Background: an optimization exercise with open tools, aiming at small area and a short achievable clock period. Do not read the settings as production practice. Only simulation tests tie the RTL to the original design; equivalence was not proved. Power is estimated from default activity; no workload was simulated.

`design/flow/design.v`:
```
module mem_ack_responder (
    input  logic        CLK,
    input  logic        RESET,
    input  logic        MR,
    input  logic        MW,
    input  logic [5:0]  ADDR,
    input  logic [31:0] DIN,
    input  logic [3:0]  BE,
    output logic [31:0] DOUT,
    output logic        ACK_N,
    output logic [1:0]  STATE
);
    logic [1:0]  st_q;      
    logic        lat2_q;    
    logic        busy_q;    
    logic        ack_n_q;
    logic [31:0] dout_q;
    logic [63:0] sel_n_q;   
    logic [31:0] din_q;
    logic [3:0]  be_q;
    logic        wr_q;
    logic [3:0]  bwe_n_q;   
    logic [31:0] mem_q [64];
    logic req, idle, fire;
    assign req  = MR | MW;
    assign idle = !busy_q;
    assign fire = lat2_q & req;
    always_ff @(posedge CLK or posedge RESET) begin
        if (RESET) begin
            st_q    <= 2'd0;
            lat2_q  <= 1'b0;
            busy_q  <= 1'b0;
            ack_n_q <= 1'b1;
        end else begin
            lat2_q  <= 1'b0;
            busy_q  <= req || (st_q == 2'd2);
            ack_n_q <= 1'b1;
            case (st_q)
                2'd0: if (req) st_q <= 2'd1;
                2'd1: begin
                    if (!req) st_q <= 2'd0;
                    else if (lat2_q) begin
                        st_q    <= 2'd2;
                        ack_n_q <= 1'b0;
                    end else lat2_q <= 1'b1;
                end
                2'd2: st_q <= 2'd3;
                default: if (!req) st_q <= 2'd0;
            endcase
        end
    end
    always_ff @(posedge CLK) begin
        if (idle) begin
            for (int w = 0; w < 64; w++) sel_n_q[w] <= (ADDR != 6'(w));
            din_q <= DIN;
            be_q  <= BE;
            wr_q  <= MW;
        end
    end
    always_ff @(posedge CLK) begin
        bwe_n_q <= (fire && wr_q) ? ~be_q : 4'hF;
    end
    always_ff @(posedge CLK) begin
        for (int w = 0; w < 64; w++) begin
            for (int b = 0; b < 4; b++) begin
                if (!(sel_n_q[w] || bwe_n_q[b])) mem_q[w][b*8 +: 8] <= din_q[b*8 +: 8];
            end
        end
    end
    logic [31:0] rdata;
    always_comb begin
        rdata = '1;
        for (int w = 0; w < 64; w++) rdata = rdata & (mem_q[w] | {32{sel_n_q[w]}});
    end
    always_ff @(posedge CLK or posedge RESET) begin
        if (RESET) dout_q <= '0;
        else if (fire && !wr_q) dout_q <= rdata;
    end
    assign DOUT  = dout_q;
    assign ACK_N = ack_n_q;
    assign STATE = st_q;
endmodule
```
`design/flow/run.sh`:
```
#!/bin/bash
# synth_recipe.tcl (not shown) runs the flow's synth.tcl, then flattens the netlist and writes it again
# the make line also repeats each setting of config.mk as NAME=value (left out here)
make -C /OpenROAD-flow-scripts/flow DESIGN_CONFIG=/design/flow/config.mk WORK_HOME=/design/flow/orfs CLKGATE_MAP_FILE= SYNTH_SCRIPT=/design/flow/synth_recipe.tcl finish
```
`design/flow/config.mk`:
```
export PLATFORM = sky130hd
export DESIGN_NAME = mem_ack_responder
export DESIGN_NICKNAME = mem_ack_responder
export VERILOG_FILES = /design/flow/design.v
export SDC_FILE = /design/flow/constraint.sdc
export NUM_CORES = 4
export LEC_CHECK = 0
export CAP_MARGIN = 20
export CORE_MARGIN = 2
export CORE_UTILIZATION = 65
export CTS_CLUSTER_DIAMETER = 80
export CTS_CLUSTER_SIZE = 30
export PLACE_DENSITY = 0.8
export SETUP_SLACK_MARGIN = 2.8
export SLEW_MARGIN = 20
```
`design/flow/constraint.sdc`:
```
create_clock -name core_clock -period 5.0 [get_ports {CLK}]
set_input_delay 1.0000 -clock core_clock [delete_from_list [all_inputs] [get_ports {CLK}]]
set_output_delay 1.0000 -clock core_clock [all_outputs]
set_load 0.01 [all_outputs]
```
==> flow_summary_export.csv, run 1 <==
group,metric,value,unit
worst_setup_path,path_common_cell,"buf_4",
worst_setup_path,cp.required,5680,ps
sta,tightest_slew,1290,ps
power_and_ir_drop,p_total,31.4,mW
logic_synthesis,yosysSeqAreaShare,0.844,
clocking,cts_made_buffers,84,
worst_setup_path,regToRegSetupSlack,2600,ps
logic_synthesis,netlist-cell-type-count,33,
logic_synthesis,synth_area_per_cell,18.1,um2
power_and_ir_drop,p_leak,26.2,nW
placement,dp_cells,5840,
placement,place_ws,1470,ps
drt,drt_iter0_markers,13000,
logic_synthesis,synth_nets,4337,
logic_synthesis,synth_compound_area_frac,0.0912,
cells_and_area,drive_gt1_frac,0.145,
worst_setup_path,critPathCaptureType,"flip-flop",
die,start_util,0.656,
drt,wl_met2,114,mm
power_and_ir_drop,p_int,24.4,mW
sta,hold_viol,0,
sta,finalSetupViolations,0,
placement,gp_congestion,0.981,
die,ioPinCount,81,
sta,slew_headroom,0.140,
global_route,grt_pass1_wl,359,mm
clocking,cts_sinks,2190,
worst_setup_path,worstPathCellList,"buf_4, buf_4, o22ai_1, nor4_1, nand4_1, o21ai_0",
power_and_ir_drop,power_frac_seq,0.663,
hold_path,min_path_type,"reg -> reg",
global_route,grt_max_degree,75,
cells_and_area,final_area,0.0861,mm2
sta,tns,0,ps
die,die_height,350,um
sta,post-route-min-period,2400,ps
sta,finalWorstSetupSlack,2600,ps
global_route,overflow,0,
sta,skew,36.4,ps
worst_setup_path,r2r_start,"sel_n_q[34]",
global_route,antenna_found_initial,17,
die,rows,126,
power_and_ir_drop,clockPowerShare,0.279,
global_route,grt_pass1_vias,45600,
hold_path,min_path_cells,1,
drt,vias,50100,
cells_and_area,final_util,0.728,
hold_path,worstHoldStart,"be_q[2]",
drt,dr_wl_met3,55.1,mm
logic_synthesis,yosys.area_share.simple,0.0468,
worst_setup_path,ff2ff_path_depth,6,
drt,avgRoutedWirePerCell,44.7,um
worst_setup_path,cp.arrival,3080,ps
power_and_ir_drop,power.switching,7.02,mW
drt,wl,275,mm
clocking,cts_buffer_depth,3,
hold_path,hold_end,"bwe_n_q[2]",
worst_setup_path,cpPeakStageDelay,640,ps
clocking,cts_root_buffer,"clkbuf_16",
worst_setup_path,worstReg2RegEnd,"dout_q[7]",
clocking,htree_levels,3,
worst_setup_path,cp_max_fo,10,
run_status,status,"no timing/DRC/antenna violations",
die,fp.dieW,350,um
drt,wl_met1,78.2,mm
logic_synthesis,synth.mux.area_fraction,0,
die,design.die.area,0.122,mm2
drt,ant_nets,0,
logic_synthesis,yosys.area_share.adder,0,
cells_and_area,register_area,0.0656,mm2
cells_and_area,multi_input_area,0.0114,mm2
logic_synthesis,synth-xor-area-share,0,
logic_synthesis,yosysWarnings,2,
power_and_ir_drop,p_comb_frac,0.058,
logic_synthesis,ys_ff_latch,2190,
cells_and_area,syn_to_final_growth,10.9,%
logic_synthesis,synth.area.top_cells,"edfxtp_1 (83%), o22ai_1 (6.7%), nor2_1 (1.6%)",
placement,placed_cell_area,0.0809,mm2
logic_synthesis,synth_area,0.0776,mm2
cells_and_area,fillers,6496,
worst_setup_path,cpLargestDelayFamily,"simple AND/OR/NAND/NOR gates",
sta,whs,402,ps
drt,vias_per_cell,8.15,
worst_setup_path,critPathLaunchType,"flip-flop",
logic_synthesis,synth_top_family_by_area,"compound AO/OA/AOI/OAI gates",
drt,drc,0,
worst_setup_path,cpMaxStageDelayCell,"nor4_1",
sta,drv_slew,0,
logic_synthesis,synth_cells,4291,
sta,rsz0062_at_grt,"true",
cells_and_area,nets,4585,
logic_synthesis,synth_top_area_share,0.831,
worst_setup_path,path_buf_inv,2,
die,core-area,0.118,mm2
cells_and_area,final_common_cell,"edfxtp_1",
worst_setup_path,criticalPathCategory,"reg -> reg",
power_and_ir_drop,p_per_area,365,mW/mm2
power_and_ir_drop,peakVddDrop,0.373,mV
run,drv_cap,0,
logic_synthesis,synth_top_cell_by_area,"edfxtp_1",
power_and_ir_drop,swShare,0.224,
placement,hpwlAfterDp,157,mm
cells_and_area,mostFrequentLayoutCells,"edfxtp_1 (2149), o22ai_1 (831), nor2_1 (264), buf_4 (261)",
sta,fin_crit_sh,0.480,
global_route,track_usage,0.435,
clocking,cts-hold-fix-buffers,0,
clocking,path_clk_slew,110,ps
cells_and_area,fin_cells,6151,
sta,fmax,417,MHz
drt,topRoutingLayerUsed,"met5",
clocking,clk_latency,770,ps
drt,drt_pass1_iterations,9,
clocking,cts_tree,"yes",
placement,port_buffers,80,
## final cells by class
cell class,count,area share
repair buffers,456,0.0540
flip-flops and latches,2190,0.762
well taps,1536,0.0223
inverters,3,0.000174
multi-input cells,1804,0.133
clock inverters,8,0.000930
clock buffers,138,0.0276
diodes,16,0.000465
## metal layers
metal  up-vias  track usage
met2      6569        0.616
li1      18200            -
met3      1607        0.174
met5         -      0.00196
met1     23800        0.558
met4        22        0.297
## Yosys cell counts, drive strengths merged
cell,count
a21o,1
a21oi,2
a22oi,1
and2,1
and3,1
buf,169
clkbuf,128
dfrtp,36
dfstp,1
dfxtp,4
edfxtp,2149
inv,3
nand2,102
nand2b,4
nand3b,1
nand4,65
nor2,331
nor2b,2
nor3,38
nor4,161
nor4b,1
o21ai,33
o221ai,96
o22a,96
o22ai,832
or2,1
or4,32
## power by group through the flow
stage	registers, mW	clock network [mW]	logic (mW)
2_1_floorplan	21.3	0	0.490
3_3_place_gp	21.2	0	1.46
4_1_cts	20.8	8.52	1.67
5_1_grt	20.8	9.12	1.83
6_report	20.8	8.75	1.83
3_5_place_dp	21.2	0	1.51
## how the worst max path moves through the flow
| stage | from | endpoint | cells after the start |
|---|---|---|---|
| floorplan | busy_q | be_q[0] | 1 |
| global placement | MW | dout_q[25] | 6 |
| global route | dout_q[21] | DOUT[21] | 1 |
| detailed placement | MW | dout_q[25] | 6 |
| finish | sel_n_q[34] | dout_q[7] | 6 |
| CTS | dout_q[6] | DOUT[6] | 1 |
## worst register-to-register path, cell delays in order, from the launching register on
cell and delay, ps:
edfxtp_1 580, buf_4 310, buf_4 280, o22ai_1 130, nor4_1 650, nand4_1 200, o21ai_0 190
## sequential cells by signal, indices dropped and copies added (netlist names)
signal and count:
mem_q 2048, ack_n_q 1, lat2_q 1, sel_n_q 64
bwe_n_q 4, st_q 2, din_q 32, dout_q 32
wr_q 1, be_q 4, busy_q 1
## what timing repair did
item / CTS / global route
buffers inserted: 93 / 42
hold endpoints to repair: 0 / 0
endpoints found under the setup margin: 689 / 201
pin swaps: 5 / 16
resized for setup: 290 / 114
cloned: 6 / 8
## logic make-up (layout without fill, tap and decap cells)
family                 after synthesis  after routing
DFF                               2190           2190
AOI/OAI and AO/OA                 1061           1061
and+or+nand+nor                    740            743
buffers and inverters              300            605
other                                0             16
==> run 2, diff against run 1 <==
--- a/design/flow/design.v
+++ b/design/flow/design.v
@@ -72,9 +72,11 @@
         rdata = '1;
         for (int w = 0; w < 64; w++) rdata = rdata & (mem_q[w] | {32{sel_n_q[w]}});
     end
+    logic [31:0] rdata_q;
+    always_ff @(posedge CLK) rdata_q <= rdata;
     always_ff @(posedge CLK or posedge RESET) begin
         if (RESET) dout_q <= '0;
-        else if (fire && !wr_q) dout_q <= rdata;
+        else if (fire && !wr_q) dout_q <= rdata_q;
     end
     assign DOUT  = dout_q;
     assign ACK_N = ack_n_q;
--- a/design/flow/config.mk
+++ b/design/flow/config.mk
@@ -11,5 +11,5 @@
 export CTS_CLUSTER_DIAMETER = 80
 export CTS_CLUSTER_SIZE = 30
 export PLACE_DENSITY = 0.8
-export SETUP_SLACK_MARGIN = 2.8
+export SETUP_SLACK_MARGIN = 2.7
 export SLEW_MARGIN = 20
==> run 2 against run 1 <==
Net effect:
- clock skew down 7.9 ps
- sequential power about the same
- first-iteration DRC count down 51%
- global-route usage down 16 points
- still clean on timing, DRC and antenna
- fmax up 1.5%
- critical path depth down 5
==> flow_summary_export.csv, run 2 <==
group,metric,value,unit
global_route,grt_pass1_wl,253,mm
placement,place_ws,2060,ps
power_and_ir_drop,p_per_area,371,mW/mm2
clocking,cts_sinks,2222,
drt,wl_met1,64.0,mm
logic_synthesis,yosysWarnings,2,
power_and_ir_drop,p_leak,25.0,nW
logic_synthesis,synth_top_cell_by_area,"edfxtp_1",
clocking,clk_latency,720,ps
run,drv_cap,0,
sta,skew,28.5,ps
worst_setup_path,cp_max_fo,2,
cells_and_area,nets,4614,
sta,rsz0062_at_grt,"true",
logic_synthesis,synth_cells,4577,
sta,drv_slew,0,
worst_setup_path,ff2ff_path_depth,5,
global_route,antenna_found_initial,0,
logic_synthesis,synth_area,0.0794,mm2
global_route,grt_max_degree,71,
global_route,track_usage,0.272,
sta,slew_headroom,0.356,
cells_and_area,syn_to_final_growth,5.49,%
logic_synthesis,synth_area_per_cell,17.3,um2
clocking,htree_levels,3,
sta,finalSetupViolations,0,
sta,tightest_slew,967,ps
cells_and_area,mostFrequentLayoutCells,"edfxtp_1 (2149), o22ai_1 (1024), nor2_1 (714), buf_4 (114), nand4_1 (97)",
placement,hpwlAfterDp,107,mm
logic_synthesis,ys_ff_latch,2222,
worst_setup_path,worstReg2RegEnd,"rdata_q[9]",
power_and_ir_drop,p_total,31.1,mW
hold_path,min_path_cells,1,
drt,drt_pass1_iterations,6,
drt,wl_met2,83.6,mm
worst_setup_path,critPathCaptureType,"output pin",
cells_and_area,final_common_cell,"edfxtp_1",
drt,vias_per_cell,6.74,
drt,dr_wl_met3,20.2,mm
hold_path,min_path_type,"reg -> reg",
logic_synthesis,synth_top_area_share,0.813,
drt,avgRoutedWirePerCell,27.4,um
die,fp.dieW,353,um
drt,wl,171,mm
die,design.die.area,0.125,mm2
logic_synthesis,synth-edff-count,2149,
logic_synthesis,yosys-top-cells-count,"edfxtp_1 (2149), o22ai_1 (1024), nor2_1 (715), buf_4 (121), buf_2 (119)",
worst_setup_path,criticalPathCategory,"reg -> out",
cells_and_area,top_register,"mem_q",
sta,finalWorstSetupSlack,2640,ps
worst_setup_path,cpPeakStageDelay,500,ps
drt,topRoutingLayerUsed,"met4",
drt,vias,42200,
sta,fmax,423,MHz
cells_and_area,largest_reg_flops,2048,
logic_synthesis,synth_nets,4623,
worst_setup_path,cp.required,4000,ps
worst_setup_path,cp.arrival,1360,ps
cells_and_area,drive_gt1_frac,0.0754,
clocking,cts_root_buffer,"clkbuf_16",
logic_synthesis,synth.area.top_cells,"edfxtp_1 (81%), o22ai_1 (8.1%), nor2_1 (3.4%)",
global_route,grt_pass1_vias,40000,
clocking,cts_tree,"yes",
run_status,status,"no timing/DRC/antenna violations",
die,core-area,0.122,mm2
worst_setup_path,critPathLaunchType,"flip-flop",
cells_and_area,diodes,0,
logic_synthesis,yosysSeqAreaShare,0.834,
placement,port_buffers,80,
cells_and_area,fillers,7177,
worst_setup_path,r2r_start,"sel_n_q[41]",
placement,placed_cell_area,0.0812,mm2
sta,hold_viol,0,
worst_setup_path,regToRegSetupSlack,2820,ps
hold_path,worstHoldStart,"be_q[2]",
logic_synthesis,synth_most_common_cell,"edfxtp_1",
power_and_ir_drop,peakVddDrop,0.300,mV
die,ioPinCount,81,
sta,tns,0,ps
global_route,overflow,0,
cells_and_area,largest_registers,"mem_q: 2048 flops, sel_n_q: 64 flops",
placement,gp_congestion,0.866,
cells_and_area,final_area,0.0838,mm2
drt,ant_nets,0,
clocking,cts_made_buffers,84,
drt,drc,0,
worst_setup_path,worstPathCellList,"buf_6",
logic_synthesis,async_flop_share,0.0167,
die,rows,128,
cells_and_area,final_util,0.689,
worst_setup_path,cpMaxStageDelayCell,"dfrtp_2",
worst_setup_path,path_buf_inv,1,
logic_synthesis,netlist-cell-type-count,31,
die,die_height,353,um
logic_synthesis,synthFlopType,"edfxtp_1",
clocking,cts_buffer_depth,3,
hold_path,hold_end,"bwe_n_q[2]",
drt,drt_iter0_markers,6398,
sta,post-route-min-period,2360,ps
worst_setup_path,cpLargestDelayFamily,"flip-flops",
clocking,cts-hold-fix-buffers,0,
sta,fin_crit_sh,0.473,
die,start_util,0.653,
clocking,path_clk_slew,110,ps
[run 2: cell types whose count changed in the layout (fill, tap and decap cells not counted), sizes merged, moves of 96 or more]
cell,before,now
buf,399,154
nor2,331,716
nor4,161,65
o221ai,96,0
o22a,96,0
o22ai,832,1024
[run 2: per-stage QoR]
step	hold WS, ps	instances
3_5_place_dp	386	6091
6_report	410	6256
3_3_place_gp	395	6090
5_1_grt	415	6256
4_1_cts	410	6250
2_1_floorplan	387	4577
[run 2: kinds of logic after synthesis]
kind of cell	count (synthesis)	share of synthesized area
AO/OA/AOI/OAI	1029	0.0811
buffers and inverters	297	0.0235
flip-flops	2222	0.834
multiplexers	32	0.00454
AND/OR/NAND/NOR	997	0.0573
[run 2: timing repair]
item,4_1_cts,5_1_grt
endpoints found under the hold margin,0,0
gates resized for setup,166,5
setup buffers,10,3
cloned,0,0
endpoints found under the setup margin,35,29
[run 2: final cells by class]
type	instances	area, um2	area share
clock inverter	2	36.3	0.000433
timing repair buffer	199	1670	0.0200
sequential	2222	66200	0.790
inverter	3	15.0	0.000179
multi-input combinational	2058	11400	0.136
tap	1625	2030	0.0243
clock buffer	147	2440	0.0292
[run 2: worst max path at each step]
| stage | startpoint | to | slack [ps] | depth (start not counted) |
|---|---|---|---|---|
| global route | ack_n_q | ACK_N | 2600 | 1 |
| finish | dout_q[30] | DOUT[30] | 2640 | 1 |
| CTS | dout_q[25] | DOUT[25] | 2600 | 1 |
| global placement | MW | dout_q[9] | 1780 | 5 |
| detailed placement | MW | dout_q[9] | 2060 | 6 |
| floorplan | busy_q | be_q[0] | 2780 | 1 |
[run 2: routing by layer]
| layer | global-route usage | vias to the layer above |
|---|---|---|
| li1 | - | 18200 |
| met2 | 0.441 | 2742 |
| met4 | 0.0591 | 0 |
| met3 | 0.0421 | 231 |
| met1 | 0.400 | 21000 |
| met5 | 0 | - |
[run 2: power by group]
part           switching, mW  total (mW)  internal (mW)
registers              0.183        21.0           20.8
logic                   1.09        1.53          0.435
clock network           5.15        8.55           3.40
total                   6.42        31.1           24.6
==> run 3, diff against run 2 <==
--- a/design/flow/config.mk
+++ b/design/flow/config.mk
@@ -7,7 +7,7 @@
 export LEC_CHECK = 0
 export CAP_MARGIN = 20
 export CORE_MARGIN = 2
-export CORE_UTILIZATION = 65
+export CORE_UTILIZATION = 75
 export CTS_CLUSTER_DIAMETER = 80
 export CTS_CLUSTER_SIZE = 30
 export PLACE_DENSITY = 0.8
==> run 3 against run 2 <==
Net effect:
- critical path type unchanged
- power shrank 0.10%
- fmax grew 0.43%
- non-clock buffer count shrank 5
- critical endpoint is now DOUT[31]
- routed wire length grew 1.1%
- global-route usage grew 4.8 points
- utilization grew 10 points
- via count grew 1.1%
- count of clock-buffer cells in the layout grew 7
==> flow_summary_export.csv, run 3 <==
group,metric,value,unit
logic_synthesis,synth-edff-count,2149,
drt,drt_pass1_iterations,8,
hold_path,worstHoldStart,"be_q[2]",
global_route,overflow,0,
cells_and_area,final_area,0.0834,mm2
die,die_height,329,um
worst_setup_path,worstPathCellList,"buf_6",
placement,gp_congestion,0.857,
placement,place_ws,1820,ps
worst_setup_path,criticalPathCategory,"reg -> out",
cells_and_area,drive_gt1_frac,0.0738,
drt,wl,173,mm
logic_synthesis,yosys.area_share.simple,0.0573,
run_status,status,"no timing/DRC/antenna violations",
worst_setup_path,r2r_start,"sel_n_q[1]",
worst_setup_path,critPathCaptureType,"output pin",
die,ioPinCount,81,
logic_synthesis,synth_compound_area_frac,0.0811,
logic_synthesis,yosysWarnings,2,
power_and_ir_drop,peakVddDrop,0.365,mV
die,fp.dieW,329,um
global_route,grt_pass1_vias,40100,
worst_setup_path,cp_max_fo,2,
sta,skew,35.4,ps
cells_and_area,diodes,0,
global_route,grt_max_degree,65,
power_and_ir_drop,p_per_area,372,mW/mm2
worst_setup_path,cpPeakStageDelay,500,ps
sta,fin_crit_sh,0.471,
clocking,cts_sinks,2222,
cells_and_area,top_register,"mem_q",
die,start_util,0.755,
clocking,cts_made_buffers,84,
die,design.die.area,0.108,mm2
drt,drt_iter0_markers,6377,
logic_synthesis,netlist-cell-type-count,31,
clocking,htree_levels,3,
clocking,clk_latency,700,ps
clocking,cts_tree,"yes",
placement,dp_cells,5856,
cells_and_area,nets,4610,
sta,fmax,425,MHz
logic_synthesis,async_flop_share,0.0167,
sta,tightest_slew,1120,ps
drt,drc,0,
cells_and_area,final_common_cell,"edfxtp_1",
clocking,cts-hold-fix-buffers,0,
worst_setup_path,ff2ff_path_depth,5,
worst_setup_path,cp.required,4000,ps
sta,finalWorstSetupSlack,2650,ps
sta,rsz0062_at_grt,"true",
logic_synthesis,synthFlopType,"edfxtp_1",
cells_and_area,fin_cells,6024,
cells_and_area,largest_registers,"mem_q: 2048 flops, sel_n_q: 64 flops",
logic_synthesis,synth_area_per_cell,17.3,um2
sta,hold_viol,0,
worst_setup_path,critPathLaunchType,"flip-flop",
cells_and_area,largest_reg_flops,2048,
logic_synthesis,yosysSeqAreaShare,0.834,
logic_synthesis,synth.area.top_cells,"edfxtp_1 (81%), o22ai_1 (8.1%), nor2_1 (3.4%)",
worst_setup_path,cpLargestDelayFamily,"flip-flops",
run,drv_cap,0,
worst_setup_path,cp-endpoint,"DOUT[31]",
global_route,antenna_found_initial,1,
drt,vias,42600,
logic_synthesis,synth_top_family_by_area,"compound AO/OA/AOI/OAI gates",
logic_synthesis,yosys-top-cells-count,"edfxtp_1 (2149), o22ai_1 (1024), nor2_1 (715), buf_4 (121), buf_2 (119)",
sta,drv_slew,0,
drt,avgRoutedWirePerCell,28.7,um
sta,post-route-min-period,2350,ps
sta,slew_headroom,0.256,
logic_synthesis,synth_nets,4623,
cells_and_area,fillers,5325,
logic_synthesis,synth.mux.area_fraction,0.00454,
sta,whs,424,ps
sta,tns,0,ps
logic_synthesis,ys_ff_latch,2222,
global_route,track_usage,0.320,
clocking,cts_buffer_depth,3,
placement,port_buffers,80,
worst_setup_path,worst-path-stages,1,
cells_and_area,syn_to_final_growth,5.07,%
logic_synthesis,synth-xor-area-share,0,
worst_setup_path,regToRegSetupSlack,2840,ps
worst_setup_path,cp-startpoint,"dout_q[31]",
sta,finalSetupViolations,0,
worst_setup_path,path_buf_inv,1,
placement,placed_cell_area,0.0809,mm2
die,rows,119,
hold_path,min_path_type,"reg -> reg",
die,core-area,0.105,mm2
power_and_ir_drop,p_total,31.0,mW
logic_synthesis,synth_most_common_cell,"edfxtp_1",
cells_and_area,mostFrequentLayoutCells,"edfxtp_1 (2149), o22ai_1 (1024), nor2_1 (714), buf_4 (107), nand4_1 (97)",
clocking,path_clk_slew,110,ps
drt,vias_per_cell,7.08,
logic_synthesis,synth_area,0.0794,mm2
logic_synthesis,yosys.area_share.adder,0,
worst_setup_path,cpMaxStageDelayCell,"dfrtp_2",
logic_synthesis,synth_top_cell_by_area,"edfxtp_1",
global_route,grt_pass1_wl,253,mm
placement,hpwlAfterDp,108,mm
clocking,cts_root_buffer,"clkbuf_16",
logic_synthesis,synth_top_area_share,0.813,
worst_setup_path,worstReg2RegEnd,"rdata_q[5]",
cells_and_area,final_util,0.794,
power_and_ir_drop,p_leak,25.0,nW
drt,ant_nets,0,
worst_setup_path,cp.arrival,1350,ps
logic_synthesis,synth_cells,4577,
[run 3: changes by cell type in the layout (fill, tap and decap cells not counted), sizes merged]
cell | previous run | this run
nor2 | 716 | 717
clkbuf | 147 | 154
buf | 154 | 149
inv | 3 | 2
[run 3: logic make-up (layout without fill, tap and decap cells)]
family	count (synthesis)	after routing
flops	2222	2222
compound gates	1029	1029
simple gates	997	998
buf+inv	297	352
mux	32	32
[run 3: final cells by class]
cell class | instances | area (um2) | area share
Sequential cell | 2222 | 66200 | 0.793
Clock buffer | 154 | 2470 | 0.0296
Timing Repair Buffer | 194 | 1610 | 0.0192
Multi-Input combinational cell | 2059 | 11400 | 0.136
Tap cell | 1391 | 1740 | 0.0209
Clock inverter | 1 | 30.0 | 0.000360
Inverter | 3 | 15.0 | 0.000180
[run 3: timing repair]
item | in CTS | in global routing
gates cloned | 1 | 0
endpoints found under the setup margin | 67 | 42
pin swaps | 0 | 2
buffers inserted | 5 | 3
resized for setup | 157 | 1
[run 3: worst min-delay path by stage]
stage	end	cells after the start
3_5_place_dp	bwe_n_q[3]	1
5_1_grt	bwe_n_q[3]	1
4_1_cts	bwe_n_q[3]	1
2_1_floorplan	bwe_n_q[0]	1
6_report	bwe_n_q[2]	1
3_3_place_gp	bwe_n_q[3]	1
[run 3: worst reg2reg max path, delay by kind of cell (launching register included)]
family / cells / cell delay (ps)
compound gates: 1 / 190
flops: 1 / 370
buf+inv: 1 / 450
simple gates: 3 / 1030
[run 3: per-layer routing]
layer | GRT usage | wire length [um] | vias up
li1 | - | - | 18200
met1 | 0.480 | 64500 | 21300
met2 | 0.508 | 83300 | 2870
met3 | 0.0581 | 21100 | 270
met4 | 0.0711 | 4000 | 0
met5 | 0 | 0 | -
[run 3: power breakdown]
group / total (mW) / internal [mW] / switching [mW]
Clock: 8.56 / 3.42 / 5.14
Combinational: 1.48 / 0.400 / 1.08
Sequential: 21.0 / 20.8 / 0.183
Total: 31.0 / 24.6 / 6.41
==> run 4, diff against run 3 <==
--- a/design/flow/config.mk
+++ b/design/flow/config.mk
@@ -11,5 +11,5 @@
 export CTS_CLUSTER_DIAMETER = 80
 export CTS_CLUSTER_SIZE = 30
 export PLACE_DENSITY = 0.8
-export SETUP_SLACK_MARGIN = 2.7
+export SETUP_SLACK_MARGIN = 2.8
 export SLEW_MARGIN = 20
==> run 4 against run 3 <==
Net effect:
- final cell count hardly changed
- die area stayed put
- hold slack hardly changed
- setup slack worse by 4.3 ps
- power hardly changed
- first-iteration DRC count is 2.1% lower
- critical path depth stayed put
- fmax is 0.18% lower
- sequential cell count stayed put
- critical path type unchanged
- largest cell class unchanged
- highest routed layer unchanged
==> flow_summary_export.csv, run 4 <==
group,metric,value,unit
logic_synthesis,synth_nets,4623,
sta,drv_slew,0,
hold_path,min_path_type,"reg -> reg",
logic_synthesis,ys_ff_latch,2222,
die,start_util,0.755,
worst_setup_path,worstReg2RegEnd,"rdata_q[6]",
logic_synthesis,yosysWarnings,2,
drt,avgRoutedWirePerCell,28.7,um
worst_setup_path,cpMaxStageDelayCell,"dfrtp_2",
cells_and_area,diodes,0,
die,design.die.area,0.108,mm2
run,drv_cap,0,
logic_synthesis,synth.area.top_cells,"edfxtp_1 (81%), o22ai_1 (8.1%), nor2_1 (3.4%)",
cells_and_area,nets,4613,
logic_synthesis,synth_most_common_cell,"edfxtp_1",
sta,fin_crit_sh,0.472,
sta,post-route-min-period,2360,ps
run_status,status,"no timing/DRC/antenna violations",
global_route,antenna_found_initial,1,
worst_setup_path,cp_max_fo,2,
power_and_ir_drop,p_total,31.1,mW
die,ioPinCount,81,
worst_setup_path,regToRegSetupSlack,2820,ps
cells_and_area,top_register,"mem_q",
global_route,grt_pass1_wl,253,mm
clocking,cts_buffer_depth,3,
cells_and_area,largest_registers,"mem_q: 2048 flops, sel_n_q: 64 flops",
clocking,cts_made_buffers,84,
global_route,overflow,0,
logic_synthesis,yosysSeqAreaShare,0.834,
drt,wl,173,mm
worst_setup_path,critPathLaunchType,"flip-flop",
logic_synthesis,synth_area_per_cell,17.3,um2
logic_synthesis,yosys-top-cells-count,"edfxtp_1 (2149), o22ai_1 (1024), nor2_1 (715), buf_4 (121), buf_2 (119)",
logic_synthesis,synthFlopType,"edfxtp_1",
cells_and_area,register_area,0.0662,mm2
sta,tns,0,ps
logic_synthesis,synth_top_cell_by_area,"edfxtp_1",
sta,rsz0062_at_grt,"true",
placement,port_buffers,80,
cells_and_area,fillers,5326,
global_route,grt_max_degree,65,
logic_synthesis,synth_area,0.0794,mm2
drt,drt_pass1_iterations,6,
drt,vias,42700,
hold_path,worstHoldStart,"be_q[2]",
clocking,clk_latency,700,ps
drt,drt_iter0_markers,6245,
clocking,cts_sinks,2222,
cells_and_area,drive_gt1_frac,0.0744,
worst_setup_path,ff2ff_path_depth,5,
cells_and_area,final_common_cell,"edfxtp_1",
clocking,path_clk_slew,110,ps
logic_synthesis,synth_cells,4577,
worst_setup_path,critPathCaptureType,"output pin",
cells_and_area,multi_input_area,0.0114,mm2
placement,gp_congestion,0.857,
worst_setup_path,path_buf_inv,1,
logic_synthesis,synth_top_area_share,0.813,
cells_and_area,fin_cells,6027,
placement,hpwlAfterDp,108,mm
sta,finalWorstSetupSlack,2640,ps
clocking,htree_levels,3,
worst_setup_path,cpPeakStageDelay,500,ps
cells_and_area,syn_to_final_growth,5.13,%
power_and_ir_drop,p_leak,25.0,nW
sta,skew,38.5,ps
global_route,track_usage,0.320,
worst_setup_path,worstPathCellList,"buf_6",
global_route,grt_pass1_vias,40100,
hold_path,hold_end,"bwe_n_q[2]",
worst_setup_path,r2r_start,"sel_n_q[10]",
power_and_ir_drop,p_per_area,372,mW/mm2
die,fp.dieW,329,um
placement,dp_cells,5856,
die,rows,119,
placement,place_ws,1820,ps
drt,drc,0,
logic_synthesis,netlist-cell-type-count,31,
worst_setup_path,criticalPathCategory,"reg -> out",
drt,ant_nets,0,
sta,tightest_slew,1120,ps
logic_synthesis,synth-edff-count,2149,
clocking,cts_tree,"yes",
drt,vias_per_cell,7.08,
sta,slew_headroom,0.251,
die,die_height,329,um
cells_and_area,final_area,0.0835,mm2
power_and_ir_drop,peakVddDrop,0.365,mV
logic_synthesis,async_flop_share,0.0167,
placement,placed_cell_area,0.0809,mm2
cells_and_area,largest_reg_flops,2048,
worst_setup_path,cpLargestDelayFamily,"flip-flops",
sta,hold_viol,0,
sta,finalSetupViolations,0,
clocking,cts_root_buffer,"clkbuf_16",
sta,fmax,424,MHz
worst_setup_path,cp.arrival,1360,ps
cells_and_area,mostFrequentLayoutCells,"edfxtp_1 (2149), o22ai_1 (1024), nor2_1 (714), buf_4 (107), nand4_1 (97)",
hold_path,min_path_cells,1,
die,core-area,0.105,mm2
worst_setup_path,cp.required,4000,ps
run 4: timing repair:
item | in CTS | in global routing
gates resized for setup | 160 | 3
hold buffers | 0 | 0
pin swaps | 2 | 0
gates cloned | 1 | 0
setup buffers | 8 | 3
endpoints found under the setup margin | 67 | 36
run 4: cells by family after synthesis:
family	synth area share
DFF	0.834
AOI/OAI and AO/OA	0.0811
and+or+nand+nor	0.0573
buffers and inverters	0.0235
muxes	0.00454
run 4: stage by stage:
step / hold WS (ps) / utilization
floorplan: 387 / -
global placement: 389 / 0.769
detailed placement: 414 / 0.769
CTS: 428 / 0.793
global route: 429 / 0.794
finish: 424 / 0.794
run 4: cell type report:
cell class                 instances  share of cell area
clock buffer                     154              0.0296
clock inverter                     1            0.000360
inverter                           3            0.000180
multi-input combinational       2059               0.136
sequential                      2222               0.793
tap                             1391              0.0209
timing repair buffer             197              0.0198
run 4: worst max path at each step:
stage                     slack [ps]  depth (start not counted)       start        end
after CTS                       2620                          1  dout_q[29]   DOUT[29]
after global routing            2610                          1  dout_q[31]   DOUT[31]
after detailed placement        1820                          5          MW  dout_q[5]
after global placement          1860                          5          MW  dout_q[7]
final                           2640                          1  dout_q[29]   DOUT[29]
after floorplan                 2780                          1      busy_q    be_q[0]
run 4: per-layer routing:
| layer | up-vias | wire length, um | track usage |
|---|---|---|---|
| li1 | 18200 | - | - |
| met1 | 21200 | 64100 | 0.481 |
| met2 | 3015 | 83600 | 0.509 |
| met3 | 259 | 21800 | 0.0573 |
| met4 | 0 | 3770 | 0.0708 |
| met5 | - | 0 | 0 |
run 4: power breakdown:
group	total, mW	leakage [nW]	switching (mW)	internal [mW]
Sequential	21.0	20.0	0.185	20.8
Combinational	1.50	3.86	1.09	0.416
Clock	8.56	1.18	5.15	3.42
Total	31.1	25.0	6.42	24.6
==> run 5, diff against run 4 <==
--- a/design/flow/design.v
+++ b/design/flow/design.v
@@ -13,7 +13,7 @@
     logic [1:0]  st_q;      
     logic        lat2_q;    
     logic        busy_q;    
-    logic        ack_n_q;
+    logic        ack_q;     
     logic [31:0] dout_q;
     logic [63:0] sel_n_q;   
     logic [31:0] din_q;
@@ -30,18 +30,18 @@
             st_q    <= 2'd0;
             lat2_q  <= 1'b0;
             busy_q  <= 1'b0;
-            ack_n_q <= 1'b1;
+            ack_q   <= 1'b0;
         end else begin
             lat2_q  <= 1'b0;
             busy_q  <= req || (st_q == 2'd2);
-            ack_n_q <= 1'b1;
+            ack_q   <= 1'b0;
             case (st_q)
                 2'd0: if (req) st_q <= 2'd1;
                 2'd1: begin
                     if (!req) st_q <= 2'd0;
                     else if (lat2_q) begin
                         st_q    <= 2'd2;
-                        ack_n_q <= 1'b0;
+                        ack_q   <= 1'b1;
                     end else lat2_q <= 1'b1;
                 end
                 2'd2: st_q <= 2'd3;
@@ -79,6 +79,6 @@
         else if (fire && !wr_q) dout_q <= rdata_q;
     end
     assign DOUT  = dout_q;
-    assign ACK_N = ack_n_q;
+    assign ACK_N = !ack_q;
     assign STATE = st_q;
 endmodule
--- a/design/flow/config.mk
+++ b/design/flow/config.mk
@@ -7,7 +7,7 @@
 export LEC_CHECK = 0
 export CAP_MARGIN = 20
 export CORE_MARGIN = 2
-export CORE_UTILIZATION = 75
+export CORE_UTILIZATION = 65
 export CTS_CLUSTER_DIAMETER = 80
 export CTS_CLUSTER_SIZE = 30
 export PLACE_DENSITY = 0.8
==> run 5 against run 4 <==
Net effect:
- clock skew decreased by 6.0 ps
- die area increased by 15%
- via count decreased by 0.82%
- routed wire length decreased by 0.39%
- setup slack got worse by 12 ps
- still clean on timing, DRC and antenna
- critical path type unchanged
- final area increased by 0.41%
==> flow_summary_export.csv, run 5 <==
group,metric,value,unit
worst_setup_path,criticalPathCategory,"reg -> out",
clocking,htree_levels,3,
hold_path,min_path_cells,1,
placement,hpwlAfterDp,107,mm
logic_synthesis,synth.area.top_cells,"edfxtp_1 (81%), o22ai_1 (8.1%), nor2_1 (3.4%)",
sta,rsz0062_at_grt,"true",
cells_and_area,diodes,0,
logic_synthesis,synth_area_per_cell,17.3,um2
worst_setup_path,worstPathCellList,"buf_6",
clocking,clk_latency,710,ps
global_route,track_usage,0.272,
worst_setup_path,critPathCaptureType,"output pin",
worst_setup_path,cp_max_fo,2,
cells_and_area,nets,4622,
die,rows,128,
sta,tns,0,ps
sta,fin_crit_sh,0.474,
run_status,status,"no timing/DRC/antenna violations",
drt,wl,173,mm
cells_and_area,largest_registers,"mem_q: 2048 flops, sel_n_q: 64 flops",
worst_setup_path,worstReg2RegEnd,"rdata_q[0]",
cells_and_area,final_common_cell,"edfxtp_1",
worst_setup_path,cpPeakStageDelay,500,ps
placement,place_ws,1850,ps
global_route,grt_max_degree,65,
sta,skew,32.5,ps
clocking,cts_made_buffers,84,
worst_setup_path,r2r_start,"sel_n_q[56]",
sta,finalWorstSetupSlack,2630,ps
sta,hold_viol,0,
logic_synthesis,async_flop_share,0.0167,
die,start_util,0.653,
worst_setup_path,cp-startpoint,"dout_q[26]",
logic_synthesis,synth_nets,4625,
sta,post-route-min-period,2370,ps
cells_and_area,drive_gt1_frac,0.0766,
drt,vias,42300,
power_and_ir_drop,power_frac_seq,0.676,
die,die_height,353,um
die,fp.dieW,353,um
clocking,path_clk_slew,110,ps
logic_synthesis,synth_cells,4579,
drt,vias_per_cell,6.76,
sta,finalSetupViolations,0,
run,drv_cap,0,
power_and_ir_drop,peakVddDrop,0.410,mV
power_and_ir_drop,p_per_area,371,mW/mm2
placement,gp_congestion,0.865,
cells_and_area,register_area,0.0662,mm2
die,ioPinCount,81,
placement,port_buffers,80,
die,design.die.area,0.125,mm2
worst_setup_path,path_buf_inv,1,
cells_and_area,syn_to_final_growth,5.59,%
sta,tightest_slew,1080,ps
power_and_ir_drop,p_total,31.1,mW
sta,whs,424,ps
global_route,overflow,0,
die,core-area,0.122,mm2
logic_synthesis,ys_ff_latch,2222,
power_and_ir_drop,power.switching,6.42,mW
clocking,cts_sinks,2222,
global_route,antenna_found_initial,0,
cells_and_area,mostFrequentLayoutCells,"edfxtp_1 (2149), o22ai_1 (1024), nor2_1 (716), buf_4 (114), nand4_1 (96)",
drt,drt_pass1_iterations,5,
logic_synthesis,synthFlopType,"edfxtp_1",
drt,avgRoutedWirePerCell,27.6,um
global_route,grt_pass1_wl,252,mm
cells_and_area,top_register,"mem_q",
logic_synthesis,synth_most_common_cell,"edfxtp_1",
clocking,cts_buffer_depth,3,
logic_synthesis,synth_top_cell_by_area,"edfxtp_1",
worst_setup_path,cpLargestDelayFamily,"flip-flops",
cells_and_area,largest_reg_flops,2048,
drt,drt_iter0_markers,6348,
drt,ant_nets,0,
clocking,cts_tree,"yes",
power_and_ir_drop,p_leak,25.0,nW
logic_synthesis,synth_area,0.0794,mm2
worst_setup_path,critPathLaunchType,"flip-flop",
logic_synthesis,yosysWarnings,2,
cells_and_area,multi_input_area,0.0114,mm2
power_and_ir_drop,clockPowerShare,0.274,
worst_setup_path,regToRegSetupSlack,2860,ps
sta,drv_slew,0,
worst_setup_path,cp.arrival,1370,ps
logic_synthesis,synth_top_area_share,0.813,
logic_synthesis,synth-edff-count,2149,
hold_path,min_path_type,"reg -> reg",
logic_synthesis,yosys-top-cells-count,"edfxtp_1 (2149), o22ai_1 (1024), nor2_1 (717), buf_2 (121), buf_4 (117)",
global_route,grt_pass1_vias,39900,
worst_setup_path,cpMaxStageDelayCell,"dfrtp_2",
worst_setup_path,cp.required,4000,ps
worst_setup_path,ff2ff_path_depth,5,
sta,fmax,422,MHz
power_and_ir_drop,p_comb_frac,0.050,
hold_path,hold_end,"bwe_n_q[2]",
power_and_ir_drop,p_int,24.6,mW
power_and_ir_drop,swShare,0.207,
drt,drc,0,
logic_synthesis,yosysSeqAreaShare,0.834,
sta,slew_headroom,0.279,
hold_path,worstHoldStart,"be_q[2]",
logic_synthesis,netlist-cell-type-count,28,
cells_and_area,fillers,7285,
clocking,cts_root_buffer,"clkbuf_16",
-- run 5: cell types whose count changed in the layout (fill, tap and decap cells not counted), moves of 2 or more --
cell / change
clkbuf_1: -8
buf_4: +7
buf_6: +11
dfrtp_2: +2
buf_2: -7
buf_8: -3
nor2_1: +2
-- run 5: what timing repair did --
| item | 4_1_cts | 5_1_grt |
|---|---|---|
| setup buffers | 14 | 5 |
| pin swaps | 2 | 0 |
| setup endpoints to repair | 73 | 86 |
| gates resized for setup | 167 | 12 |
| gates cloned | 1 | 0 |
| hold buffers | 0 | 0 |
-- run 5: layer usage --
layer | routed length (um) | global-route usage
met1 | 64200 | 0.394
met4 | 4320 | 0.0694
met2 | 84300 | 0.444
met3 | 19800 | 0.0408
met5 | 0 | 0
-- run 5: stage by stage --
stage / cell area (um2) / cells / utilization
after detailed placement: 81200 / 6094 / 0.668
after floorplan: 79400 / 4579 / -
after global routing: 83800 / 6262 / 0.689
after global placement: 81200 / 6094 / 0.668
after CTS: 83700 / 6256 / 0.689
final: 83800 / 6262 / 0.689
-- run 5: cell families (layout without fill, tap and decap cells) --
group                  count (synthesis)  count (layout)  share of synthesized area
flip-flops                          2222            2222                      0.834
multiplexers                          32              32                    0.00454
buffers and inverters                299             356                     0.0235
AND/OR/NAND/NOR                      996             997                     0.0571
AO/OA/AOI/OAI                       1030            1030                     0.0811
-- run 5: power by group through the flow --
stage               clock [mW]  combinational (mW)  sequential (mW)
floorplan                    0               0.532             21.5
global placement             0                1.40             21.4
detailed placement           0                1.46             21.4
CTS                       8.52                1.50             21.0
global route              9.10                1.64             21.0
finish                    8.52                1.55             21.0
-- run 5: layout make-up --
| class | count | share of cell area |
|---|---|---|
| Clock buffer | 146 | 0.0291 |
| Clock inverter | 1 | 0.000358 |
| Inverter | 5 | 0.000269 |
| Multi-Input combinational cell | 2059 | 0.136 |
| Sequential cell | 2222 | 0.790 |
| Tap cell | 1625 | 0.0243 |
| Timing Repair Buffer | 204 | 0.0206 |
-- run 5: worst max-delay path by stage --
stage / endpoint / slack, ps / cells past startpoint
after detailed placement: dout_q[2] / 1850 / 4
after global routing: DOUT[24] / 2610 / 1
after CTS: DOUT[31] / 2620 / 1
after floorplan: be_q[0] / 2780 / 1
after global placement: dout_q[6] / 1890 / 4
final: DOUT[26] / 2630 / 1
==> run 6, diff against run 5 <==
--- a/design/flow/config.mk
+++ b/design/flow/config.mk
@@ -11,5 +11,5 @@
 export CTS_CLUSTER_DIAMETER = 80
 export CTS_CLUSTER_SIZE = 30
 export PLACE_DENSITY = 0.8
-export SETUP_SLACK_MARGIN = 2.8
+export SETUP_SLACK_MARGIN = 2.7
 export SLEW_MARGIN = 20
==> run 6 against run 5 <==
Net effect:
- fmax down 0.11%
- area after synthesis unchanged
- still clean on timing, DRC and antenna
- critical path type unchanged
- count of clock-buffer cells in the layout unchanged
- via count down 0.17%
- clock skew up 1.8 ps
- sequential power about the same
- routed wire length about the same
- power down 0.14%
- hold slack better by 3.1 ps
- sequential share of layout area up 0.098 points
- largest power group unchanged
==> flow_summary_export.csv, run 6 <==
group,metric,value,unit
placement,placed_cell_area,0.0812,mm2
global_route,grt_max_degree,65,
die,fp.dieW,353,um
cells_and_area,nets,4617,
clocking,cts_tree,"yes",
logic_synthesis,ys_ff_latch,2222,
cells_and_area,fillers,7314,
worst_setup_path,cpMaxStageDelayCell,"dfrtp_2",
global_route,grt.met1_usage,0.393,
worst_setup_path,cp_max_fo,2,
logic_synthesis,synth_most_common_cell,"edfxtp_1",
logic_synthesis,synth_nets,4625,
drt,vias,42200,
clocking,htree_levels,3,
power_and_ir_drop,p_leak,25.0,nW
sta,fmax,421,MHz
sta,slew_headroom,0.288,
logic_synthesis,synth.area.top_cells,"edfxtp_1 (81%), o22ai_1 (8.1%), nor2_1 (3.4%)",
cells_and_area,final_common_cell,"edfxtp_1",
worst_setup_path,r2r_start,"sel_n_q[30]",
run_status,status,"no timing/DRC/antenna violations",
die,ioPinCount,81,
die,start_util,0.653,
logic_synthesis,synth_top_area_share,0.813,
global_route,grt-busiest-layer,"met2",
worst_setup_path,cp-startpoint,"dout_q[26]",
clocking,cts_buffer_depth,3,
logic_synthesis,synth_area,0.0794,mm2
worst_setup_path,cp.required,4000,ps
placement,hpwlAfterDp,107,mm
logic_synthesis,async_flop_share,0.0167,
clocking,cts_sinks,2222,
worst_setup_path,worstPathCellList,"buf_6",
die,rows,128,
global_route,grt_pass1_wl,252,mm
cells_and_area,drive_gt1_frac,0.0751,
cells_and_area,syn_to_final_growth,5.46,%
placement,dp_cells,6094,
die,core-area,0.122,mm2
cells_and_area,register_area,0.0662,mm2
cells_and_area,fin_cells,6257,
hold_path,worstHoldStart,"be_q[2]",
sta,post-route-min-period,2370,ps
clocking,clk_latency,710,ps
logic_synthesis,yosys-top-cells-count,"edfxtp_1 (2149), o22ai_1 (1024), nor2_1 (717), buf_2 (121), buf_4 (117)",
global_route,grt_util_met3,0.0407,
logic_synthesis,synth_top_cell_by_area,"edfxtp_1",
worst_setup_path,critPathCaptureType,"output pin",
drt,drc,0,
die,design.die.area,0.125,mm2
worst_setup_path,cpPeakStageDelay,510,ps
die,die_height,353,um
global_route,grt_pass1_vias,39800,
logic_synthesis,yosysWarnings,2,
cells_and_area,mostFrequentLayoutCells,"edfxtp_1 (2149), o22ai_1 (1024), nor2_1 (716), buf_4 (114), nand4_1 (96)",
hold_path,min_path_type,"reg -> reg",
sta,rsz0062_at_grt,"true",
global_route,antenna_found_initial,0,
worst_setup_path,path_buf_inv,1,
worst_setup_path,critPathLaunchType,"flip-flop",
cells_and_area,final_area,0.0837,mm2
worst_setup_path,criticalPathCategory,"reg -> out",
cells_and_area,diodes,0,
cells_and_area,largest_registers,"mem_q: 2048 flops, sel_n_q: 64 flops",
clocking,cts_made_buffers,84,
placement,port_buffers,80,
sta,drv_slew,0,
power_and_ir_drop,p_per_area,371,mW/mm2
placement,place_ws,1850,ps
global_route,overflow,0,
sta,tns,0,ps
run,drv_cap,0,
clocking,cts-hold-fix-buffers,0,
cells_and_area,largest_reg_flops,2048,
logic_synthesis,synth-edff-count,2149,
drt,drt_pass1_iterations,6,
global_route,grt_use_met2,0.443,
logic_synthesis,synth_cells,4579,
drt,vias_per_cell,6.75,
clocking,cts_root_buffer,"clkbuf_16",
sta,fin_crit_sh,0.475,
sta,finalWorstSetupSlack,2630,ps
cells_and_area,multi_input_area,0.0114,mm2
drt,wl,173,mm
logic_synthesis,synth_area_per_cell,17.3,um2
global_route,track_usage,0.272,
drt,avgRoutedWirePerCell,27.6,um
sta,tightest_slew,1070,ps
sta,finalSetupViolations,0,
drt,ant_nets,0,
placement,gp_congestion,0.865,
worst_setup_path,cp.arrival,1370,ps
power_and_ir_drop,peakVddDrop,0.410,mV
logic_synthesis,synthFlopType,"edfxtp_1",
sta,skew,34.3,ps
drt,drt_iter0_markers,6421,
logic_synthesis,netlist-cell-type-count,28,
clocking,path_clk_slew,110,ps
logic_synthesis,yosysSeqAreaShare,0.834,
cells_and_area,top_register,"mem_q",
worst_setup_path,cpLargestDelayFamily,"flip-flops",
sta,hold_viol,0,
run 6: cell counts after synthesis:
Identical to the previous run, type by type.
run 6: path summary, 6_finish.rpt:
path	end	slack (ps)	depth (start not counted)
worst min-delay path	bwe_n_q[2]	430	1
worst max-delay path	DOUT[26]	2630	1
worst max register to register	rdata_q[1]	2740	5
worst min register to register	bwe_n_q[2]	430	1
min in group asynchronous	st_q[0]	810	2
max in group asynchronous	dout_q[0]	3490	2
run 6: layer usage:
metal  share of wire  vias to the layer above
met5               0                        -
met4           0.024                        0
met3            0.11                      272
met2            0.49                     2662
met1            0.38                    21100
li1                -                    18200
run 6: per-stage QoR:
step,power (mW),util,hold WS (ps)
2_1_floorplan,22.1,-,387
3_3_place_gp,22.8,0.668,409
3_5_place_dp,22.9,0.668,414
4_1_cts,31.0,0.688,428
5_1_grt,31.7,0.689,448
6_report,31.0,0.689,427
run 6: cell type report:
| class | instances | share of cell area |
|---|---|---|
| multi-input cells | 2059 | 0.136 |
| clock inverters | 1 | 0.000359 |
| repair buffers | 199 | 0.0195 |
| well taps | 1625 | 0.0243 |
| clock buffers | 146 | 0.0292 |
| flip-flops and latches | 2222 | 0.791 |
| inverters | 5 | 0.000269 |
run 6: kinds of logic after synthesis:
kind of cell,after synthesis,synth area share
flip-flops,2222,0.834
AO/OA/AOI/OAI,1030,0.0811
AND/OR/NAND/NOR,996,0.0571
buffers and inverters,299,0.0235
multiplexers,32,0.00454
run 6: repair_timing:
| item | CTS | global route |
|---|---|---|
| buffers inserted | 10 | 4 |
| pin swaps | 0 | 1 |
| setup endpoints to repair | 67 | 30 |
| endpoints found under the hold margin | 0 | 0 |
| cloned | 1 | 0 |
| resized for setup | 160 | 2 |
run 6: power breakdown:
| part | switching (mW) | internal [mW] | total (mW) |
|---|---|---|---|
| Sequential | 0.180 | 20.8 | 21.0 |
| Combinational | 1.10 | 0.407 | 1.50 |
| Clock | 5.14 | 3.39 | 8.53 |
==> run 7, diff against run 6 <==
--- a/design/flow/config.mk
+++ b/design/flow/config.mk
@@ -7,7 +7,7 @@
 export LEC_CHECK = 0
 export CAP_MARGIN = 20
 export CORE_MARGIN = 2
-export CORE_UTILIZATION = 65
+export CORE_UTILIZATION = 75
 export CTS_CLUSTER_DIAMETER = 80
 export CTS_CLUSTER_SIZE = 30
 export PLACE_DENSITY = 0.8
==> run 7 against run 6 <==
Net effect:
- utilization grew 10 points
- sequential cell count did not move
- largest cell class unchanged
- via count rose by 0.17%
==> flow_summary_export.csv, run 7 <==
group,metric,value,unit
run,drv_cap,0,
cells_and_area,largest_reg_flops,2048,
die,start_util,0.755,
logic_synthesis,synth.area.top_cells,"edfxtp_1 (81%), o22ai_1 (8.1%), nor2_1 (3.4%)",
power_and_ir_drop,swShare,0.207,
die,die_height,329,um
worst_setup_path,critPathCaptureType,"output pin",
logic_synthesis,synth_area,0.0794,mm2
global_route,overflow,0,
logic_synthesis,synth.mux.area_fraction,0.00454,
power_and_ir_drop,p_total,31.0,mW
drt,drt_pass1_iterations,6,
worst_setup_path,critPathLaunchType,"flip-flop",
logic_synthesis,synth_area_per_cell,17.3,um2
cells_and_area,final_common_cell,"edfxtp_1",
hold_path,hold_end,"bwe_n_q[1]",
cells_and_area,largest_registers,"mem_q: 2048 flops, sel_n_q: 64 flops",
global_route,track_usage,0.319,
hold_path,min_path_cells,1,
logic_synthesis,synth_most_common_cell,"edfxtp_1",
logic_synthesis,synth_cells,4579,
logic_synthesis,synth_nets,4625,
cells_and_area,syn_to_final_growth,5.07,%
clocking,cts_buffer_depth,3,
clocking,cts-hold-fix-buffers,0,
logic_synthesis,yosys-top-cells-count,"edfxtp_1 (2149), o22ai_1 (1024), nor2_1 (717), buf_2 (121), buf_4 (117)",
worst_setup_path,worstPathCellList,"buf_6",
drt,drt_iter0_markers,6517,
power_and_ir_drop,power.switching,6.41,mW
die,rows,119,
sta,drv_slew,0,
hold_path,worstHoldStart,"be_q[1]",
logic_synthesis,synth_compound_area_frac,0.0811,
worst_setup_path,cpLargestDelayFamily,"flip-flops",
sta,fin_crit_sh,0.472,
logic_synthesis,synthFlopType,"edfxtp_1",
worst_setup_path,criticalPathCategory,"reg -> out",
placement,hpwlAfterDp,108,mm
power_and_ir_drop,peakVddDrop,0.499,mV
power_and_ir_drop,clockPowerShare,0.273,
placement,port_buffers,80,
sta,tightest_slew,1100,ps
sta,fmax,424,MHz
global_route,grt_pass1_vias,39400,
global_route,antenna_found_initial,0,
cells_and_area,mostFrequentLayoutCells,"edfxtp_1 (2149), o22ai_1 (1024), nor2_1 (715), buf_4 (115), nand4_1 (96)",
power_and_ir_drop,power_frac_seq,0.679,
cells_and_area,drive_gt1_frac,0.0751,
worst_setup_path,cpPeakStageDelay,500,ps
clocking,cts_root_buffer,"clkbuf_16",
logic_synthesis,synth_top_cell_by_area,"edfxtp_1",
worst_setup_path,cpMaxStageDelayCell,"dfrtp_2",
worst_setup_path,ff2ff_path_depth,5,
sta,finalWorstSetupSlack,2640,ps
hold_path,min_path_type,"reg -> reg",
power_and_ir_drop,p_per_area,371,mW/mm2
die,design.die.area,0.108,mm2
clocking,cts_sinks,2222,
sta,tns,0,ps
sta,hold_viol,0,
clocking,path_clk_slew,100,ps
drt,avgRoutedWirePerCell,28.6,um
drt,vias,42300,
cells_and_area,top_register,"mem_q",
worst_setup_path,path_buf_inv,1,
global_route,grt_pass1_wl,252,mm
cells_and_area,nets,4618,
drt,ant_nets,0,
logic_synthesis,async_flop_share,0.0167,
logic_synthesis,synth-edff-count,2149,
clocking,clk_latency,710,ps
logic_synthesis,ys_ff_latch,2222,
logic_synthesis,yosysWarnings,2,
placement,place_ws,1900,ps
worst_setup_path,cp.arrival,1360,ps
sta,slew_headroom,0.267,
power_and_ir_drop,p_comb_frac,0.048,
run_status,status,"no timing/DRC/antenna violations",
clocking,htree_levels,3,
die,core-area,0.105,mm2
logic_synthesis,yosys.area_share.simple,0.0571,
power_and_ir_drop,p_int,24.5,mW
worst_setup_path,r2r_start,"sel_n_q[2]",
worst_setup_path,cp_max_fo,3,
logic_synthesis,synth-xor-area-share,0,
die,fp.dieW,329,um
sta,rsz0062_at_grt,"true",
drt,vias_per_cell,7.02,
worst_setup_path,cp.required,4000,ps
logic_synthesis,synth_top_family_by_area,"compound AO/OA/AOI/OAI gates",
sta,post-route-min-period,2360,ps
worst_setup_path,worstReg2RegEnd,"rdata_q[16]",
logic_synthesis,yosysSeqAreaShare,0.834,
global_route,grt_max_degree,70,
die,ioPinCount,81,
placement,gp_congestion,0.879,
sta,skew,39.3,ps
drt,wl,172,mm
drt,drc,0,
clocking,cts_made_buffers,84,
worst_setup_path,regToRegSetupSlack,2760,ps
logic_synthesis,yosys.area_share.adder,0,
sta,whs,404,ps
logic_synthesis,netlist-cell-type-count,28,
clocking,cts_tree,"yes",
power_and_ir_drop,p_leak,25.0,nW
logic_synthesis,synth_top_area_share,0.813,
sta,finalSetupViolations,0,
==> run 7: final cells by class <==
cell class / instances / area [um2]
multi-input cells: 2059 / 11400
repair buffers: 200 / 1650
diodes: 1 / 2.50
clock buffers: 144 / 2390
fillers: 5361 / 21700
flip-flops and latches: 2222 / 66200
well taps: 1391 / 1740
inverters: 5 / 22.5
clock inverters: 3 / 43.8
==> run 7: worst max path at each step <==
stage	from	to	slack, ps	cells after the start
CTS	dout_q[29]	DOUT[29]	2610	1
global placement	MW	dout_q[12]	1960	4
finish	dout_q[29]	DOUT[29]	2640	1
floorplan	busy_q	be_q[0]	2780	1
global route	dout_q[31]	DOUT[31]	2610	1
detailed placement	MW	dout_q[2]	1900	4
==> run 7: kinds of logic after synthesis <==
kind of cell | after synthesis
AO/OA/AOI/OAI | 1030
buffers and inverters | 299
flip-flops | 2222
multiplexers | 32
AND/OR/NAND/NOR | 996
==> run 7: repair_timing <==
item,CTS,global route
cloned,1,0
endpoints found under the setup margin,77,25
buffers inserted,13,2
gates resized for setup,166,4
==> run 7: routing by layer <==
metal	wire [um]	vias up	global-route usage
li1	-	18200	-
met1	64100	21100	0.491
met2	83800	2770	0.510
met3	20700	269	0.0432
met4	3400	0	0.0643
met5	0	-	0
==> run 7: through the flow <==
stage                      util  area [um2]  cells
after floorplan               -       79400   4579
after global placement    0.769       80900   5860
after detailed placement  0.769       80900   5860
after CTS                 0.793       83400   6021
after global routing      0.793       83400   6024
final                     0.793       83400   6025
==> run 7: power by group through the flow <==
stage | clock network (mW) | registers, mW | logic (mW)
4_1_cts | 8.44 | 21.0 | 1.46
6_report | 8.45 | 21.0 | 1.49
5_1_grt | 9.05 | 21.0 | 1.58
2_1_floorplan | 0 | 21.5 | 0.532
3_3_place_gp | 0 | 21.4 | 1.39
3_5_place_dp | 0 | 21.4 | 1.46
==> run 8, diff against run 7 <==
--- a/design/flow/config.mk
+++ b/design/flow/config.mk
@@ -11,5 +11,5 @@
 export CTS_CLUSTER_DIAMETER = 80
 export CTS_CLUSTER_SIZE = 30
 export PLACE_DENSITY = 0.8
-export SETUP_SLACK_MARGIN = 2.7
+export SETUP_SLACK_MARGIN = 2.8
 export SLEW_MARGIN = 20
==> run 8 against run 7 <==
Net effect:
- area after synthesis did not move
- die area did not move
- register-to-register slack improved by 100 ps
- count of clock-buffer cells in the layout did not move
- global-route usage barely moved
- sequential power barely moved
- first-iteration DRC count fell by 0.52%
- highest routed layer unchanged
==> flow_summary_export.csv, run 8 <==
group,metric,value,unit
run_status,status,"no timing/DRC/antenna violations",
cells_and_area,nets,4621,
logic_synthesis,yosys-top-cells-count,"edfxtp_1 (2149), o22ai_1 (1024), nor2_1 (717), buf_2 (121), buf_4 (117)",
worst_setup_path,cp.arrival,1360,ps
global_route,grt_max_degree,70,
logic_synthesis,yosysSeqAreaShare,0.834,
sta,tns,0,ps
power_and_ir_drop,peakVddDrop,0.502,mV
drt,ant_nets,0,
worst_setup_path,worstPathCellList,"buf_6",
die,ioPinCount,81,
die,design.die.area,0.108,mm2
sta,rsz0062_at_grt,"true",
clocking,cts_root_buffer,"clkbuf_16",
logic_synthesis,synth_area,0.0794,mm2
worst_setup_path,path_buf_inv,1,
logic_synthesis,netlist-cell-type-count,28,
worst_setup_path,cp-endpoint,"DOUT[31]",
clocking,cts_sinks,2222,
worst_setup_path,ff2ff_path_depth,5,
cells_and_area,top_register,"mem_q",
power_and_ir_drop,p_per_area,371,mW/mm2
sta,finalSetupViolations,0,
logic_synthesis,synth_top_area_share,0.813,
clocking,path_clk_slew,110,ps
sta,tightest_slew,1120,ps
cells_and_area,largest_registers,"mem_q: 2048 flops, sel_n_q: 64 flops",
worst_setup_path,critPathLaunchType,"flip-flop",
worst_setup_path,cpLargestDelayFamily,"flip-flops",
sta,post-route-min-period,2360,ps
logic_synthesis,synth.area.top_cells,"edfxtp_1 (81%), o22ai_1 (8.1%), nor2_1 (3.4%)",
drt,vias_per_cell,7.03,
clocking,cts_made_buffers,84,
worst_setup_path,worstReg2RegEnd,"rdata_q[16]",
worst_setup_path,worst-path-stages,1,
clocking,cts_tree,"yes",
worst_setup_path,regToRegSetupSlack,2860,ps
placement,port_buffers,80,
hold_path,min_path_type,"reg -> reg",
logic_synthesis,synthFlopType,"edfxtp_1",
power_and_ir_drop,p_leak,25.0,nW
logic_synthesis,ys_ff_latch,2222,
placement,gp_congestion,0.879,
logic_synthesis,synth_most_common_cell,"edfxtp_1",
worst_setup_path,cpMaxStageDelayCell,"dfrtp_2",
cells_and_area,drive_gt1_frac,0.0764,
worst_setup_path,cp_max_fo,2,
power_and_ir_drop,p_total,31.0,mW
logic_synthesis,yosysWarnings,2,
die,rows,119,
cells_and_area,mostFrequentLayoutCells,"edfxtp_1 (2149), o22ai_1 (1024), nor2_1 (712), buf_4 (109), nand4_1 (96)",
clocking,clk_latency,710,ps
cells_and_area,largest_reg_flops,2048,
worst_setup_path,criticalPathCategory,"reg -> out",
drt,drt_iter0_markers,6483,
worst_setup_path,r2r_start,"sel_n_q[35]",
run,drv_cap,0,
drt,avgRoutedWirePerCell,28.6,um
global_route,overflow,0,
logic_synthesis,synth_top_cell_by_area,"edfxtp_1",
worst_setup_path,critPathCaptureType,"output pin",
drt,drt_pass1_iterations,8,
sta,hold_viol,0,
sta,skew,39.8,ps
global_route,grt_pass1_wl,252,mm
logic_synthesis,synth_cells,4579,
drt,drc,0,
worst_setup_path,cpPeakStageDelay,500,ps
logic_synthesis,synth-edff-count,2149,
clocking,htree_levels,3,
logic_synthesis,synth_nets,4625,
sta,fin_crit_sh,0.471,
die,die_height,329,um
global_route,antenna_found_initial,0,
die,core-area,0.105,mm2
sta,drv_slew,0,
drt,wl,173,mm
sta,slew_headroom,0.256,
sta,fmax,424,MHz
global_route,track_usage,0.319,
worst_setup_path,cp-startpoint,"dout_q[31]",
logic_synthesis,synth_area_per_cell,17.3,um2
logic_synthesis,async_flop_share,0.0167,
die,fp.dieW,329,um
placement,hpwlAfterDp,108,mm
worst_setup_path,cp.required,4000,ps
die,start_util,0.755,
global_route,grt_pass1_vias,39400,
cells_and_area,final_common_cell,"edfxtp_1",
drt,vias,42400,
clocking,cts_buffer_depth,3,
cells_and_area,diodes,0,
cells_and_area,fillers,5334,
cells_and_area,syn_to_final_growth,5.21,%
==> run 8: cell counts after synthesis <==
No cell type changed its count.
==> run 8: how the worst min path moves through the flow <==
stage             from         end  slack [ps]  depth (start not counted)
6_report       be_q[1]  bwe_n_q[1]         400                          1
5_1_grt        be_q[3]  bwe_n_q[3]         440                          1
4_1_cts        be_q[1]  bwe_n_q[1]         400                          1
3_5_place_dp   be_q[1]  bwe_n_q[1]         390                          1
3_3_place_gp   be_q[1]  bwe_n_q[1]         380                          1
2_1_floorplan  be_q[0]  bwe_n_q[0]         390                          1
==> run 8: logic make-up after synthesis <==
family	count (synthesis)	share of synthesized area
simple gates	996	0.0571
flops	2222	0.834
compound gates	1030	0.0811
buf+inv	299	0.0235
mux	32	0.00454
==> run 8: power breakdown <==
part / leakage (nW) / switching [mW] / total (mW) / internal (mW)
Combinational: 3.91 / 1.09 / 1.53 / 0.440
Sequential: 20.0 / 0.216 / 21.0 / 20.8
Clock: 1.16 / 5.12 / 8.45 / 3.33
Total: 25.0 / 6.43 / 31.0 / 24.6
==> run 8: layout make-up <==
cell class                      count  area (um2)  area share
Clock inverter                      3        43.8    0.000524
Sequential cell                  2222       66200       0.793
Timing Repair Buffer              203        1760      0.0210
Multi-Input combinational cell   2059       11400       0.136
Clock buffer                      144        2390      0.0286
Tap cell                         1391        1740      0.0208
Inverter                            5        22.5    0.000270
==> run 8: repair_timing <==
item                       CTS  global route
pin swaps                    0             1
hold buffers                 0             0
gates cloned                 1             0
resized for setup          170            19
buffers inserted            13             5
hold endpoints to repair     0             0
setup endpoints to repair  114           127
==> run 8: routing by layer <==
layer	global-route usage	up-vias	routed length [um]
met5	0	-	0
met4	0.0658	0	3470
met1	0.492	21200	64600
met3	0.0432	272	20500
met2	0.509	2748	84000
li1	-	18200	-
==> run 8: per-stage QoR <==
stage           util  instances  hold slack [ps]  worst slack (ps)  area, um2
2_1_floorplan      -       4579              387              2780      79400
3_5_place_dp   0.769       5860              391              1900      80900
4_1_cts        0.793       6021              404              2610      83400
6_report       0.794       6027              404              2640      83500
5_1_grt        0.794       6027              436              2610      83500
3_3_place_gp   0.769       5860              385              1960      80900

-- static timing again, ports no longer ideal --
The flow's constraints put no driver on any port. The routed layouts listed below were extracted and timed again, unchanged, in two steps.
Step 1 assumes that a clkbuf_16 drives the clock port and a buf_2 every other input.
Step 2 moves the port delays by t, midway between the first and last clock arrival at a register: inputs arrive t later, outputs are due t later. That takes back most of the time a late clock gives input paths.
Three values: ideal ports, drivers, drivers and shift; two values: the first two.
run | shift t [ns] | setup WS [ns] | hold WS [ns] | worst slew at a driven data input, ns
run 1 | 0.824 | 2.601 / 2.526 / 2.033 | 0.402 / 0.402 / 0.402 | 0.04
run 2 | 0.783 | 2.635 / 2.558 / 2.054 | 0.410 / 0.410 / 0.410 | 0.05
run 3 | 0.760 | 2.645 / 2.568 / 2.294 | 0.424 / 0.424 / 0.424 | 0.06
run 4 | 0.760 | 2.641 / 2.564 / 2.271 | 0.424 / 0.424 / 0.424 | 0.06
run 5 | 0.776 | 2.629 / 2.551 / 2.181 | 0.424 / 0.424 / 0.424 | 0.05
run 6 | 0.776 | 2.627 / 2.548 / 1.995 | 0.427 / 0.427 / 0.427 | 0.05
run 7 | 0.766 | 2.640 / 2.570 / 2.049 | 0.404 / 0.404 / 0.404 | 0.05
run 8 | 0.770 | 2.644 / 2.573 / 2.148 | 0.404 / 0.404 / 0.404 | 0.05
After both steps every run listed still meets setup and hold. The setup slack of run 6, which loses most, moves by -0.079 ns with the drivers and by -0.632 ns with both steps.
